Source: an optimization exercise on an open RTL-to-GDS flow (aim: small area). Production flows keep margins and buffers that such runs may drop. The RTL was checked by simulation tests, not by an equivalence proof against the original design. Power is estimated from default activity; no workload was simulated.

==> flow/design.v (excerpt) <==
module adc_capture_top (
	input  logic           adc_clkinp,
	input  logic           reset,
	input  logic [95:0]    frame,        
	input  logic           frame_valid,
	input  logic [5:0]     cfg,          
	input  logic [15:0]    rec_length,
	input  logic           trig,
	input  logic           state_reset,
	output logic           trig_ack,
	output logic           mem_wr_wren,
	output logic [14:0]    mem_wr_addr,
	output logic [127:0]   mem_wr_data,
	output logic           irq
);
	logic samp_sum, packed_mode;
	logic [3:0] divisor;
	assign samp_sum = cfg[5];
	assign packed_mode = cfg[4];
	assign divisor = cfg[3:0];
	logic capturing;
	assign capturing = trig_ack;
	logic [3:0] grp_cnt;
	logic grp_last;
	assign grp_last = (grp_cnt == divisor);
	always_ff @(posedge adc_clkinp)
	begin
		if (reset || !capturing)
			grp_cnt <= '0;
		else if (frame_valid)
			grp_cnt <= grp_last ? 4'd0 : grp_cnt + 4'd1;
	end
	logic z1, dv1, z2, pv2, pv3;
	always_ff @(posedge adc_clkinp)
	begin
		z1 <= capturing && frame_valid && (!samp_sum || (grp_cnt == 4'd0));
		dv1 <= capturing && !reset && frame_valid && grp_last;
		z2 <= z1;
		pv2 <= capturing && !reset && dv1;
		pv3 <= pv2;
	end
	logic [95:0] r1;
	logic [47:0] r2_hi;                
	logic [47:0] acc_lo, acc_lo_d;     
	logic [79:0] acc_hi;               
	logic [7:0] cl;                    
	logic [47:0] lo_sum;
	logic [7:0] lo_cout;
	logic [79:0] hi_sum;
	logic [127:0] dec;
	logic [95:0] pk_dec;
	for (genvar i = 0; i < 8; i++)
	begin : g_lane
		logic [6:0] c;
		logic [10:0] ch;
		logic [5:0] la;
		logic [9:0] ha;
		assign la = z1 ? 6'd0 : acc_lo[6*i +: 6];
		assign ha = z2 ? 10'd0 : acc_hi[10*i +: 10];
		assign c[0] = 1'b0;
		for (genvar j = 0; j < 6; j++)
		begin : g_lo
			logic x, y;
			assign x = la[j];
			assign y = r1[12*i + j];
			assign lo_sum[6*i + j] = x ^ y ^ c[j];
			assign c[j+1] = (x & y) | (c[j] & (x ^ y));
		end
		assign lo_cout[i] = c[6];
		assign ch[0] = cl[i];
		for (genvar j = 0; j < 10; j++)
		begin : g_hi
			logic x, y;
			assign x = ha[j];
  ...
Size in the first run: ~1700 cells after synthesis, roughly 420 flip-flops, ~270 I/O pins, about 0.018 mm² of cells after synthesis.
Settings: LEC_CHECK=0, CAP_MARGIN=20, CORE_MARGIN=2, CORE_UTILIZATION=40, CTS_BUF_LIST=sky130_fd_sc_hd__clkbuf_8, CTS_CLUSTER_DIAMETER=60, CTS_CLUSTER_SIZE=16, SLEW_MARGIN=20; clock period 5.0 ns.
run.sh (not shown) runs the stock make flow with config.mk's settings and CLKGATE_MAP_FILE= SYNTH_SCRIPT=/design/flow/synth_recipe.tcl, a recipe that flattens the netlist after the stock synthesis.
The baseline finished clean.
Then changed:
CTS_BUF_LIST = not set   (was sky130_fd_sc_hd__clkbuf_8)
CTS_CLUSTER_DIAMETER = not set   (was 60)
CTS_CLUSTER_SIZE = not set   (was 16)
After rerunning: The changed run completed with no timing, DRC or antenna violations; area after synthesis stays the same; total power is higher by roughly a tenth; maximum frequency came out higher slightly; final area grows by a few percent; register-to-register slack hardly moves; clock skew is lower by 15 ps; non-clock buffer count stays the same; routed wire length came out higher slightly; sequential cell count stays the same.
Then changed:
==> flow/flow/run.sh (new file) <==
#!/bin/bash
# Own layout flow: the standard ORFS flow (standard.sh, standard synthesis
# unchanged), with smaller port buffers (buf_1 instead of the buffer that
# buffer_ports picks by itself). Each make run's full output goes to a log here.
set -euo pipefail
bash standard.sh "BUFFER_PORTS_ARGS=-buffer_cell sky130_fd_sc_hd__buf_1" finish > flow_make.log 2>&1
==> flow/standard.sh (new file) <==
#!/bin/bash
# synth_recipe.tcl (not shown) runs the flow's synth.tcl, then flattens the netlist and writes it again
# the make line also repeats each setting of config.mk as NAME=value (left out here)
make -C /OpenROAD-flow-scripts/flow DESIGN_CONFIG=/design/flow/config.mk WORK_HOME=/design/flow/orfs CLKGATE_MAP_FILE= SYNTH_SCRIPT=/design/flow/synth_recipe.tcl "${@:-finish}"
removed: flow/run.sh
The new run finished clean.
Area after synthesis stays the same.
Cell area decreases by 7.6%.
Sequential power barely changes.
Non-clock buffer count decreases by 3.
Power decreases by 5.2%.
Final cell count is about the same.
Die area stays the same.
Synthesized cell count is unchanged.
Clock-buffer cell count increases by 3.
Routed wire length decreases by 0.84%.
Global-route usage decreases by 0.57 points.

adc_capture_top, a different RTL version from the one above (not shown whole).
Size: about 1700 cells after synthesis, about 420 flip-flops, about 18000 um2 of cells after synthesis.
clock: 5.0 ns
lec_check: 0
cap_margin: 20
core_margin: 2
core_utilization: 65
slew_margin: 20
standard.sh (not shown) runs the stock make flow with config.mk's settings and CLKGATE_MAP_FILE= SYNTH_SCRIPT=/design/flow/synth_recipe.tcl, a recipe that flattens the netlist after the stock synthesis.
==> flow/flow/run.sh <==
#!/bin/bash
# Own layout flow: the standard ORFS flow (standard.sh, standard synthesis
# unchanged) with two changes: port buffers are buf_1 (instead of the cell
# buffer_ports picks by itself), and clock tree synthesis uses clkbuf_8
# buffers over clusters of at most 20 flip-flops, without dummy loads.
# The full output of the make run goes to flow_make.log here; ORFS keeps each
# step's own log under orfs/logs.
set -euo pipefail
bash standard.sh \
  "BUFFER_PORTS_ARGS=-buffer_cell sky130_fd_sc_hd__buf_1" \
  "CTS_ARGS=-sink_clustering_enable -repair_clock_nets -dont_use_dummy_load -sink_clustering_size 20 -sink_clustering_max_diameter 50 -buf_list sky130_fd_sc_hd__clkbuf_8" \
  finish > flow_make.log 2>&1
Next try:
==> flow/flow/run.sh (replaced) <==
#!/bin/bash
# Own layout flow: the standard ORFS flow (standard.sh, standard synthesis
# unchanged) with two changes: port buffers are buf_1 (instead of the cell
# buffer_ports picks by itself), and clock tree synthesis uses clkbuf_8
# buffers over clusters of at most 14 flip-flops, without dummy loads.
# The full output of the make run goes to flow_make.log here; ORFS keeps each
# step's own log under orfs/logs.
set -euo pipefail
bash standard.sh \
  "BUFFER_PORTS_ARGS=-buffer_cell sky130_fd_sc_hd__buf_1" \
  "CTS_ARGS=-sink_clustering_enable -repair_clock_nets -dont_use_dummy_load -sink_clustering_size 14 -sink_clustering_max_diameter 60 -buf_list sky130_fd_sc_hd__clkbuf_8" \
  finish > flow_make.log 2>&1
Result: The changed run finished with timing, DRC and antenna clean; non-clock buffer count stays the same; power shrinks slightly; design area barely changes; cell count is about the same; utilization hardly moves.
Next try:
Settings changed: CAP_MARGIN 20 to 0, CORE_UTILIZATION 65 to 40, SLEW_MARGIN 20 to 0.
Global-route usage went down by 9.8 points.
Hold slack loses 20 ps.
Wire length went up by 14%.
Sequential share of layout area went down by 0.75 points.
Worst setup slack gets worse by 230 ps.
Cell count went up by about 10%.
Next try:
Settings changed: CAP_MARGIN 0 to 20, SLEW_MARGIN 0 to 20.
Final cell count is unchanged. Core utilization is unchanged. Global-route usage is unchanged. Maximum frequency stays the same. Setup slack does not change. First-iteration DRC count does not change. Area after synthesis is unchanged. Via count is unchanged. Die area does not change. Wire length is unchanged.

re-timing with driven ports:
Ports are ideal in the flow. The routed layouts listed here were re-timed in OpenROAD.
Step 1 sets driving cells, clkbuf_16 on the clock port and buf_2 on the other inputs (assumed; they add their load-dependent delay and slew).
Step 2, shift: input delay + t, output delay - t, t = (earliest + latest rising clock arrival at the registers) / 2. This alone moves slack from input paths to output paths.
a / b / c = ideal ports / drivers / drivers and shift; a / b = the first two.
run | t (ns) | slack for setup (ns) | worst hold slack (ns) | worst setup path after step 2 | clock arrival spread, ns
the first run of note 1 | 0.641 | 0.393 / 0.338 / 0.728 | 0.332 / 0.332 / 0.332 | register to register | 0.031 / 0.030
the second run of note 1 | 0.609 | 0.461 / 0.403 / 0.718 | 0.324 / 0.324 / 0.324 | register to register | 0.016 / 0.016
the third run of note 1 | 0.605 | 0.589 / 0.533 / 0.828 | 0.324 / 0.324 / 0.324 | register to register | 0.017 / 0.018
the first run of note 2 | 0.599 | 0.417 / 0.417 / 0.417 | 0.288 / 0.288 / 0.288 | register to register | 0.058 / 0.058
the second run of note 2 | 0.599 | 0.439 / 0.439 / 0.439 | 0.328 / 0.328 / 0.328 | register to register | 0.062 / 0.062
the third run of note 2 | 0.643 | 0.212 / 0.212 / 0.212 | 0.308 / 0.308 / 0.308 | register to register | 0.043 / 0.043
the fourth run of note 2 | 0.643 | 0.212 / 0.212 / 0.212 | 0.308 / 0.308 / 0.308 | register to register | 0.043 / 0.043
After both steps every run listed still meets setup and hold.
